Background: an optimization exercise with open tools, aiming at small area, a short achievable clock period and few clock cycles per item. Do not read the settings as production practice. In this exercise RTL edits were held to simulation tests only and were not proved equivalent to the original. No activity file was given, so power comes from the tool's default toggle rates.

--- flow/run.sh ---
#!/bin/bash
# synth_recipe.tcl (not shown) runs the flow's synth.tcl, then flattens the netlist and writes it again
# the make line also repeats each setting of config.mk as NAME=value (left out here)
make -C /OpenROAD-flow-scripts/flow DESIGN_CONFIG=/design/flow/config.mk WORK_HOME=/design/flow/orfs CLKGATE_MAP_FILE= SYNTH_SCRIPT=/design/flow/synth_recipe.tcl finish
--- flow/config.mk ---
export PLATFORM = sky130hd
export DESIGN_NAME = sorted_key_table
export DESIGN_NICKNAME = sorted_key_table
export VERILOG_FILES = /design/flow/design.v
export SDC_FILE = /design/flow/constraint.sdc
export NUM_CORES = 4
export LEC_CHECK = 0
export CAP_MARGIN = 20
export CORE_MARGIN = 2
export CORE_UTILIZATION = 46
export CTS_CLUSTER_DIAMETER = 100
export CTS_CLUSTER_SIZE = 30
export PLACE_DENSITY = 0.55
export SETUP_SLACK_MARGIN = 3.8
export SLEW_MARGIN = 20
export SYNTH_MEMORY_MAX_BITS = 8192
--- flow/constraint.sdc ---
create_clock -name core_clock -period 7.0 [get_ports {clk}]
set_input_delay 1.4000 -clock core_clock [delete_from_list [all_inputs] [get_ports {clk}]]
set_output_delay 1.4000 -clock core_clock [all_outputs]
set_load 0.01 [all_outputs]
--- flow/design.v ---
module skt_lt32 (
  input  logic [31:0] a,
  input  logic [31:0] b,
  output logic        lt
);
  logic [31:0] g0, p0;
  logic [15:0] g1, p1;
  logic [7:0]  g2, p2;
  logic [3:0]  g3, p3;
  logic [1:0]  g4, p4;
  assign g0 = ~a & b;
  assign p0 = ~a | b;
  for (genvar i = 0; i < 16; i++) begin : g_l1
    assign g1[i] = g0[2*i+1] | (p0[2*i+1] & g0[2*i]);
    assign p1[i] = p0[2*i+1] & p0[2*i];
  end
  for (genvar i = 0; i < 8; i++) begin : g_l2
    assign g2[i] = g1[2*i+1] | (p1[2*i+1] & g1[2*i]);
    assign p2[i] = p1[2*i+1] & p1[2*i];
  end
  for (genvar i = 0; i < 4; i++) begin : g_l3
    assign g3[i] = g2[2*i+1] | (p2[2*i+1] & g2[2*i]);
    assign p3[i] = p2[2*i+1] & p2[2*i];
  end
  for (genvar i = 0; i < 2; i++) begin : g_l4
    assign g4[i] = g3[2*i+1] | (p3[2*i+1] & g3[2*i]);
    assign p4[i] = p3[2*i+1] & p3[2*i];
  end
  assign lt = g4[1] | (p4[1] & g4[0]);
endmodule
module sorted_key_table #(
  parameter int unsigned CAPACITY     = 64,
  parameter int unsigned KEY_WIDTH    = 32,
  parameter int unsigned HANDLE_WIDTH = 32
) (
  input  logic          clk,
  input  logic          rst,
  input  logic          s_tvalid,
  output logic          s_tready,
  input  logic [72-1:0] s_tdata,
  output logic          m_tvalid,
  input  logic          m_tready,
  output logic [80-1:0] m_tdata
);
  localparam int unsigned N  = 64;
  localparam int unsigned AW = 6;
  localparam int unsigned CW = 7;
  localparam logic [1:0] OP_INSERT     = 2'd0;
  localparam logic [1:0] OP_FIND_EXACT = 2'd1;
  localparam logic [1:0] OP_FIND_ABOVE = 2'd2;
  localparam logic [1:0] OP_READ       = 2'd3;
  localparam logic [1:0] STS_OK        = 2'd0;
  localparam logic [1:0] STS_NOT_FOUND = 2'd1;
  localparam logic [1:0] STS_FULL      = 2'd2;
  logic        skid_v;
  logic [79:0] skid_d;
  logic        stall;
  logic        accept;
  assign stall    = skid_v;
  assign s_tready = !skid_v;
  assign accept   = s_tvalid && !skid_v;
  logic [1:0]    in_op;
  logic [31:0]   in_key;
  logic [31:0]   in_hdl;
  logic [AW-1:0] in_idx;
  assign in_op  = s_tdata[1:0];
  assign in_key = s_tdata[33:2];
  assign in_hdl = s_tdata[65:34];
  assign in_idx = s_tdata[71:66];
  logic [31:0]   tab_key [N];
  logic [31:0]   tab_hdl [N];
  logic [N-1:0]  valid;      
  logic [CW-1:0] cnt;
  logic [N-1:0]  mv_new;
  logic [N-1:0]  mv_prev;
  logic [N-1:0]  mv_keep;
  logic          s2_v;
  logic          s2_ins;     
  logic          s2_exact;   
  logic          s2_ok;      
  logic          s2_find;    
  logic [N-1:0]  s2_sel;     
  logic [CW-1:0] s2_cnt;     
  logic [31:0]   s2_key;
  logic [31:0]   s2_hdl;
  logic [N-1:0] s1_raw;      
  logic         s1_newlt;    
  logic [N-1:0] s1_ge;       
  logic [N-1:0] s1_first;    
  logic [N-1:0] s1_idx;      
  logic         s1_full;
  logic         s1_ins;
  logic         s1_read;
  logic         s1_rdok;
  for (genvar p = 0; p < N; p++) begin : g_cmp
    skt_lt32 u_lt (.a(tab_key[p]), .b(in_key), .lt(s1_raw[p]));
  end
  skt_lt32 u_newlt (.a(s2_key), .b(in_key), .lt(s1_newlt));
  for (genvar p = 0; p < N; p++) begin : g_fix
    logic lt;
    if (p == 0) begin : g_first
      assign lt = mv_keep[p] ? s1_raw[p] : s1_newlt;
    end else begin : g_rest
      assign lt = mv_keep[p] ? s1_raw[p] : (mv_new[p] ? s1_newlt : s1_raw[p-1]);
    end
    assign s1_ge[p]    = valid[p] && !lt;
    assign s1_first[p] = s1_ge[p] && (p == 0 || !s1_ge[(p == 0) ? 0 : p-1]);
    assign s1_idx[p]   = (in_idx == AW'(p));
  end
  assign s1_full = valid[N-1];
  assign s1_ins  = accept && (in_op == OP_INSERT) && !s1_full;
  assign s1_read = (in_op == OP_READ);
  assign s1_rdok = (CW'(in_idx) < cnt);
  always_ff @(posedge clk) begin
    if (rst) begin
      mv_new  <= '0;
      mv_prev <= '0;
      mv_keep <= '1;
    end else begin
      for (int p = 0; p < N; p++) begin
        logic below, below_prev;
        below      = valid[p] && !s1_ge[p];
        below_prev = (p != 0) && valid[(p == 0) ? 0 : p-1] && !s1_ge[(p == 0) ? 0 : p-1];
        mv_new[p]  <= s1_ins && !below && (p == 0 || below_prev);
        mv_prev[p] <= s1_ins && !below && p != 0 && !below_prev;
        mv_keep[p] <= !(s1_ins && !below);
      end
    end
  end
  always_ff @(posedge clk) begin
    if (rst) begin
      valid <= '0;
      cnt   <= '0;
    end else if (s1_ins) begin
      valid <= {valid[N-2:0], 1'b1};
      cnt   <= cnt + CW'(1);
    end
  end
  always_ff @(posedge clk) begin
    if (rst) begin
      s2_v <= 1'b0;
    end else if (!stall) begin
      s2_v <= accept;
    end
  end
  always_ff @(posedge clk) begin
    if (!stall) begin
      s2_ins   <= (in_op == OP_INSERT);
      s2_exact <= (in_op == OP_FIND_EXACT);
      s2_find  <= (in_op == OP_FIND_EXACT) || (in_op == OP_FIND_ABOVE);
      s2_ok    <= s1_read ? s1_rdok : !s1_full;
      s2_sel   <= s1_read ? (s1_idx & {N{s1_rdok}}) : s1_first;
      s2_cnt   <= cnt + CW'(s1_ins);
      s2_key   <= in_key;
      s2_hdl   <= in_hdl;
    end
  end
  for (genvar p = 0; p < N; p++) begin : g_pos
    logic [63:0] prev;
    if (p == 0) begin : g_first
      assign prev = '0;
    end else begin : g_rest
      assign prev = {tab_hdl[p-1], tab_key[p-1]};
    end
    always_ff @(posedge clk) begin
      {tab_hdl[p], tab_key[p]} <= ({64{mv_new[p]}}  & {s2_hdl, s2_key})
                                | ({64{mv_prev[p]}} & prev)
                                | ({64{mv_keep[p]}} & {tab_hdl[p], tab_key[p]});
    end
  end
  logic          s2_any;
  logic [AW-1:0] s2_enc;
  logic [63:0]   s2_entry;
  logic          s2_found;
  logic [AW-1:0] s2_pos;
  logic [1:0]    s2_status;
  logic [79:0]   s2_reply;
  assign s2_any = |s2_sel;
  always_comb begin
    s2_enc = '0;
    for (int p = 0; p < N; p++) begin
      if (s2_sel[p]) s2_enc = s2_enc | AW'(p);
    end
  end
  always_comb begin
    s2_entry = '0;
    for (int p = 0; p < N; p++) begin
      s2_entry = s2_entry | ({64{s2_sel[p] && !s2_ins}} & {tab_hdl[p], tab_key[p]});
    end
  end
  always_comb begin
    if (s2_ins) begin
      s2_found = s2_ok;
    end else if (s2_find) begin
      s2_found = s2_any && !(s2_exact && s2_entry[31:0] != s2_key);
    end else begin
      s2_found = s2_ok;
    end
  end
  assign s2_pos = !s2_found ? '0
                : (s2_ins && !s2_any) ? AW'(s2_cnt - CW'(1))
                : s2_enc;
  assign s2_status = s2_found ? STS_OK : (s2_ins ? STS_FULL : STS_NOT_FOUND);
  always_comb begin
    if (!s2_found) begin
      s2_reply = {1'b0, s2_cnt, 64'd0, s2_pos, s2_status};
    end else if (s2_ins) begin
      s2_reply = {1'b0, s2_cnt, s2_hdl, s2_key, s2_pos, s2_status};
    end else begin
      s2_reply = {1'b0, s2_cnt, s2_entry, s2_pos, s2_status};
    end
  end
  logic        o_free;
  logic [79:0] o_data;
  assign o_free = !m_tvalid || m_tready;
  always_ff @(posedge clk) begin
    if (rst) begin
      m_tvalid <= 1'b0;
      skid_v   <= 1'b0;
    end else if (skid_v) begin
      if (o_free) begin
        m_tvalid <= 1'b1;
        skid_v   <= 1'b0;
      end
    end else if (s2_v) begin
      if (o_free) begin
        m_tvalid <= 1'b1;
      end else begin
        skid_v <= 1'b1;
      end
    end else if (o_free) begin
      m_tvalid <= 1'b0;
    end
  end
  always_ff @(posedge clk) begin
    if (o_free) begin
      o_data <= skid_v ? skid_d : s2_reply;
    end
  end
  always_ff @(posedge clk) begin
    if (!skid_v && !o_free) begin
      skid_d <= s2_reply;
    end
  end
  assign m_tdata = o_data;
endmodule
==> results by group, run 1 <==
Clock tree
  – Root buf cell: clkbuf_16
  – Max clock buf depth: 4
  – Cts bufs inserted: 205
  – Clk sinks: 4,658
  – Hold buffer count at CTS: 0
  – H-tree depth: 4

Placed design
  – Placed cell area: 233,000 µm²
  – Post-detail-place hpwl: 1330 mm
  – Routability Congestion: 1.21
  – Port Buffers: 156

Logic synthesis
  – Post-synthesis sequential area ratio: 43.6%
  – Yosys top cell area share: 39.6%
  – Synthesized net count: 24,200
  – Area contributors post-synth: dfxtp_1 40%, a222oi_1 19%, inv_1 7.8%
  – Synth area leader: dfxtp_1
  – #FFs+latches synth: 4,658
  – Cells after Synth: 24,100
  – EDFF count, synth: 297
  – Synth Area per Inst: 9.17 µm²
  – FFs w/ async S/R, synth: 0%
  – Yosys cell types: 88
  – Top_reg_cell synth: dfxtp_1
  – Post-Syn Area: 221,000 µm²
  – Synth warn: 5

GRT
  – GRT overflow: 2,083
  – Vias in the first global route: 281,000
  – First-pass GRT wire length: 2960 mm
  – Total GRT Usage: 88.3%
  – Largest net degree at the start of global routing: 71

Floorplanning
  – Io pins: 158
  – Die Width: 696 µm
  – Initial Utilization: 46.1%
  – Rows: 254
  – Die Y: 696 µm

Outcome
  – Outcome: did not finish
  – Last stage reached: global routing
  – Err: [ERROR GRT-0116] Global routing finished with congestion. Check the congestion regions in the DRC Viewer.
## power groups by stage
| stage | logic (mW) | clock network (mW) | registers [mW] |
|---|---|---|---|
| 2_1_floorplan | 3.85 | 0 | 29.5 |
| 3_5_place_dp | 7.64 | 0 | 30.9 |
| 4_1_cts | 8.80 | 16.0 | 30.3 |
| 3_3_place_gp | 7.49 | 0 | 30.9 |
## cell families after synthesis
| group | share of synthesized area, % |
|---|---|
| AOI/OAI and AO/OA | 35.1 |
| buffers and inverters | 12.5 |
| DFF | 43.6 |
| and+or+nand+nor | 6.83 |
| adders and majority gates | 1.48 |
| muxes | 0.290 |
| xor gates and xnor gates | 0.167 |
| other | 0.00170 |
## worst max path at each step
| stage | startpoint | to | slack, ns | cells past startpoint |
|---|---|---|---|---|
| after CTS | s2_sel[4] | o_data[57] | 2.25 | 17 |
| after detailed placement | s_tdata[3] | s2_sel[49] | 0.36 | 15 |
| after global placement | s_tdata[12] | s2_sel[51] | -0.71 | 14 |
| after floorplan | s_tdata[2] | s2_sel[13] | 3.10 | 12 |
## metal layers
metal / overflow / track usage [%]
met4: 737 / 83.0
met5: 50 / 66.1
met3: 244 / 82.9
met2: 846 / 94.2
met1: 206 / 90.7
## synthesized netlist by cell type (64+ instances only)
cell type and count:
a2111oi_0 89, inv_1 4564, buf_1 542, a22oi_1 589
nand3_1 208, a21oi_1 408, o221ai_1 173, or4_1 73
nor2_1 313, a221oi_1 897, dfxtp_1 4361, nor3_1 117
nor2b_1 446, edfxtp_1 297, a221o_1 66, maj3_1 310
o31ai_1 91, o21ai_0 310, nand2b_1 463, o22ai_1 418
clkbuf_1 2212, a22o_1 903, a222oi_1 4148, a31oi_1 64
nand4_1 292, nand2_1 693
## what timing repair did
action / in CTS
gates resized for setup: 1714
pin swaps: 385
endpoints found under the setup margin: 520
cloned: 63
setup buffers: 398
## per-stage QoR
stage               setup slack, ns  std cells
floorplan                      3.10      24100
global placement             -0.706      29100
detailed placement            0.356      29200
CTS                            2.25      30000
Testbench counts, summed over its fixed seeds: cycles 15,839, items 15,583.
==> run 2, diff against run 1 <==
--- a/flow/design.v
+++ b/flow/design.v
@@ -73,2 +73,5 @@
   logic [CW-1:0] cnt;
+  for (genvar p = 0; p < N; p++) begin : g_valid
+    assign valid[p] = (CW'(p) < cnt);
+  end
   logic [N-1:0]  mv_new;
@@ -81,3 +84,5 @@
   logic          s2_find;    
-  logic [N-1:0]  s2_sel;     
+  logic [N-1:0]  s2_ge;      
+  logic [AW-1:0] s2_idx;     
+  logic          s2_read;    
   logic [CW-1:0] s2_cnt;     
@@ -88,4 +93,2 @@
   logic [N-1:0] s1_ge;       
-  logic [N-1:0] s1_first;    
-  logic [N-1:0] s1_idx;      
   logic         s1_full;
@@ -105,7 +108,5 @@
     end
-    assign s1_ge[p]    = valid[p] && !lt;
-    assign s1_first[p] = s1_ge[p] && (p == 0 || !s1_ge[(p == 0) ? 0 : p-1]);
-    assign s1_idx[p]   = (in_idx == AW'(p));
-  end
-  assign s1_full = valid[N-1];
+    assign s1_ge[p] = valid[p] && !lt;
+  end
+  assign s1_full = cnt[AW];
   assign s1_ins  = accept && (in_op == OP_INSERT) && !s1_full;
@@ -131,7 +132,5 @@
     if (rst) begin
-      valid <= '0;
-      cnt   <= '0;
+      cnt <= '0;
     end else if (s1_ins) begin
-      valid <= {valid[N-2:0], 1'b1};
-      cnt   <= cnt + CW'(1);
+      cnt <= cnt + CW'(1);
     end
@@ -151,4 +150,5 @@
       s2_ok    <= s1_read ? s1_rdok : !s1_full;
-      s2_sel   <= s1_read ? (s1_idx & {N{s1_rdok}}) : s1_first;
-      s2_cnt   <= cnt + CW'(s1_ins);
+      s2_ge    <= s1_ge;
+      s2_idx   <= in_idx;
+      s2_read  <= s1_read;
       s2_key   <= in_key;
@@ -157,2 +157,3 @@
   end
+  assign s2_cnt = cnt;
   for (genvar p = 0; p < N; p++) begin : g_pos
@@ -170,9 +171,23 @@
   end
+  logic [N-1:0] s2_sel;
+  for (genvar p = 0; p < N; p++) begin : g_sel
+    logic first;
+    if (p == 0) begin : g_first
+      assign first = s2_ge[p];
+    end else begin : g_rest
+      assign first = s2_ge[p] && !s2_ge[p-1];
+    end
+    assign s2_sel[p] = s2_read ? (s2_ok && s2_idx == AW'(p)) : first;
+  end
+  logic [63:0] s2_entry;
+  always_comb begin
+    s2_entry = {64{s2_ins}} & {s2_hdl, s2_key};
+    for (int p = 0; p < N; p++) begin
+      s2_entry = s2_entry | ({64{s2_sel[p] && !s2_ins}} & {tab_hdl[p], tab_key[p]});
+    end
+  end
   logic          s2_any;
   logic [AW-1:0] s2_enc;
-  logic [63:0]   s2_entry;
   logic          s2_found;
   logic [AW-1:0] s2_pos;
-  logic [1:0]    s2_status;
-  logic [79:0]   s2_reply;
   assign s2_any = |s2_sel;
@@ -184,30 +199,37 @@
   end
-  always_comb begin
-    s2_entry = '0;
-    for (int p = 0; p < N; p++) begin
-      s2_entry = s2_entry | ({64{s2_sel[p] && !s2_ins}} & {tab_hdl[p], tab_key[p]});
-    end
-  end
-  always_comb begin
-    if (s2_ins) begin
-      s2_found = s2_ok;
-    end else if (s2_find) begin
-      s2_found = s2_any && !(s2_exact && s2_entry[31:0] != s2_key);
-    end else begin
-      s2_found = s2_ok;
-    end
-  end
-  assign s2_pos = !s2_found ? '0
-                : (s2_ins && !s2_any) ? AW'(s2_cnt - CW'(1))
-                : s2_enc;
-  assign s2_status = s2_found ? STS_OK : (s2_ins ? STS_FULL : STS_NOT_FOUND);
-  always_comb begin
-    if (!s2_found) begin
-      s2_reply = {1'b0, s2_cnt, 64'd0, s2_pos, s2_status};
-    end else if (s2_ins) begin
-      s2_reply = {1'b0, s2_cnt, s2_hdl, s2_key, s2_pos, s2_status};
-    end else begin
-      s2_reply = {1'b0, s2_cnt, s2_entry, s2_pos, s2_status};
-    end
-  end
+  assign s2_found = s2_find ? s2_any : s2_ok;
+  assign s2_pos   = (s2_ins && !s2_any) ? AW'(s2_cnt - CW'(1)) : s2_enc;
+  logic          s3_v;
+  logic [63:0]   s3_entry;
+  logic          s3_found;
+  logic          s3_ins;
+  logic          s3_exact;
+  logic [AW-1:0] s3_pos;
+  logic [CW-1:0] s3_cnt;
+  logic [31:0]   s3_key;
+  always_ff @(posedge clk) begin
+    if (rst) begin
+      s3_v <= 1'b0;
+    end else if (!stall) begin
+      s3_v <= s2_v;
+    end
+  end
+  always_ff @(posedge clk) begin
+    if (!stall) begin
+      s3_entry <= s2_entry;
+      s3_found <= s2_found;
+      s3_ins   <= s2_ins;
+      s3_exact <= s2_exact;
+      s3_pos   <= s2_pos;
+      s3_cnt   <= s2_cnt;
+      s3_key   <= s2_key;
+    end
+  end
+  logic        s3_ok;
+  logic [1:0]  s3_status;
+  logic [79:0] s3_reply;
+  assign s3_ok     = s3_found && !(s3_exact && s3_entry[31:0] != s3_key);
+  assign s3_status = s3_ok ? STS_OK : (s3_ins ? STS_FULL : STS_NOT_FOUND);
+  assign s3_reply  = s3_ok ? {1'b0, s3_cnt, s3_entry, s3_pos, s3_status}
+                           : {1'b0, s3_cnt, 64'd0, 6'd0, s3_status};
   logic        o_free;
@@ -224,3 +246,3 @@
       end
-    end else if (s2_v) begin
+    end else if (s3_v) begin
       if (o_free) begin
@@ -236,3 +258,3 @@
     if (o_free) begin
-      o_data <= skid_v ? skid_d : s2_reply;
+      o_data <= skid_v ? skid_d : s3_reply;
     end
@@ -241,3 +263,3 @@
     if (!skid_v && !o_free) begin
-      skid_d <= s2_reply;
+      skid_d <= s3_reply;
     end
--- a/flow/config.mk
+++ b/flow/config.mk
@@ -9,6 +9,6 @@
 export CORE_MARGIN = 2
-export CORE_UTILIZATION = 46
+export CORE_UTILIZATION = 40
 export CTS_CLUSTER_DIAMETER = 100
 export CTS_CLUSTER_SIZE = 30
-export PLACE_DENSITY = 0.55
+export PLACE_DENSITY = 0.5
 export SETUP_SLACK_MARGIN = 3.8
==> run 2 against run 1 <==
Synthesized cell count is 0.44% higher. Synthesized area is 1.1% higher. The flow again stops in global routing.
==> results by group, run 2 <==
Logic synthesis
  – Area contributors post-synth: dfxtp_1 39%, a222oi_1 19%, inv_1 7.5%
  – FFs w/ async S/R, synth: 0%
  – Yosys top cell area share: 38.6%
  – Yosys cell types: 98
  – EDFF count, synth: 409
  – Synth area leader: dfxtp_1
  – Synthesized net count: 24,300
  – Synth warn: 5
  – Post-Syn Area: 223,000 µm²
  – #FFs+latches synth: 4,707
  – Post-synth top cells: 4,478 x inv_1, 4,298 x dfxtp_1, 4,225 x a222oi_1, 1,893 x clkbuf_1, 1,157 x a22oi_1
  – Cells after Synth: 24,200
  – Post-synthesis sequential area ratio: 44.1%
  – Top_reg_cell synth: dfxtp_1
  – Top-count cell post-synth: inv_1
  – Synth Area per Inst: 9.23 µm²

GRT
  – Largest net degree at the start of global routing: 79
  – Total GRT Usage: 79.8%
  – GRT overflow: 6

Placed design
  – Post-detail-place hpwl: 1380 mm
  – Routability Congestion: 1.18
  – Placed cell area: 236,000 µm²
  – Port Buffers: 156

Clock tree
  – Max clock buf depth: 4
  – Clk sinks: 4,707
  – Hold buffer count at CTS: 0
  – Cts bufs inserted: 210
  – H-tree depth: 4
  – Root buf cell: clkbuf_16

Outcome
  – Outcome: did not finish
  – Err: [ERROR GRT-0232] Routing congestion too high. Check the congestion heatmap in the GUI.
  – Last stage reached: global routing

Floorplanning
  – Initial Utilization: 40.1%
  – Rows: 274
  – Die Width: 751 µm
  – Io pins: 158
  – Die Y: 751 µm
run 2: cell types whose count changed after synthesis, sizes merged, moves of 120 or more:
cell / previous run / this run
a221oi: 898 / 562
a22o: 903 / 628
a22oi: 589 / 1157
buf: 563 / 858
clkbuf: 2212 / 1894
nand2: 693 / 397
nand2b: 463 / 339
nor2: 313 / 433
o21a: 15 / 145
o21ai: 311 / 657
run 2: layer usage:
layer	GRT overflow	track usage, %
met1	1	80.1
met2	5	90.1
met3	0	70.0
met4	0	79.0
met5	0	52.2
run 2: kinds of logic after synthesis:
| family | Yosys count | synth area share [%] |
|---|---|---|
| AOI/OAI and AO/OA | 9260 | 35.5 |
| xor gates and xnor gates | 39 | 0.153 |
| adders and majority gates | 233 | 1.06 |
| buffers and inverters | 7254 | 12.4 |
| DFF | 4707 | 44.1 |
| muxes | 109 | 0.541 |
| other | 1 | 0.00168 |
| and+or+nand+nor | 2565 | 6.23 |
run 2: repair_timing:
action / in CTS
pin swaps: 591
buffers inserted: 690
cloned: 142
resized for setup: 2292
setup endpoints to repair: 550
run 2: worst max path at each step:
stage / start / endpoint / slack, ns / depth (start not counted)
detailed placement: s_tdata[2] / mv_prev[57] / -0.01 / 15
global placement: s_tdata[21] / mv_prev[20] / -1.51 / 13
floorplan: s_tdata[12] / mv_new[58] / 3.26 / 14
CTS: s_tdata[6] / mv_new[58] / 3.26 / 14
run 2: stage by stage:
step / setup WS (ns) / std cells / utilization, %
2_1_floorplan: 3.26 / 24200 / -
3_3_place_gp: -1.51 / 30200 / 42.4
3_5_place_dp: -0.0109 / 30300 / 42.4
4_1_cts: 3.26 / 31400 / 47.4
run 2: power by group through the flow:
stage          Combinational (mW)  Clock [mW]  Sequential, mW
2_1_floorplan                4.92           0            31.5
3_3_place_gp                 9.46           0            34.0
3_5_place_dp                 9.56           0            34.0
4_1_cts                      11.2        16.7            33.4
Testbench counts of run 2, summed over its fixed seeds: cycles 15,967, items 15,583.
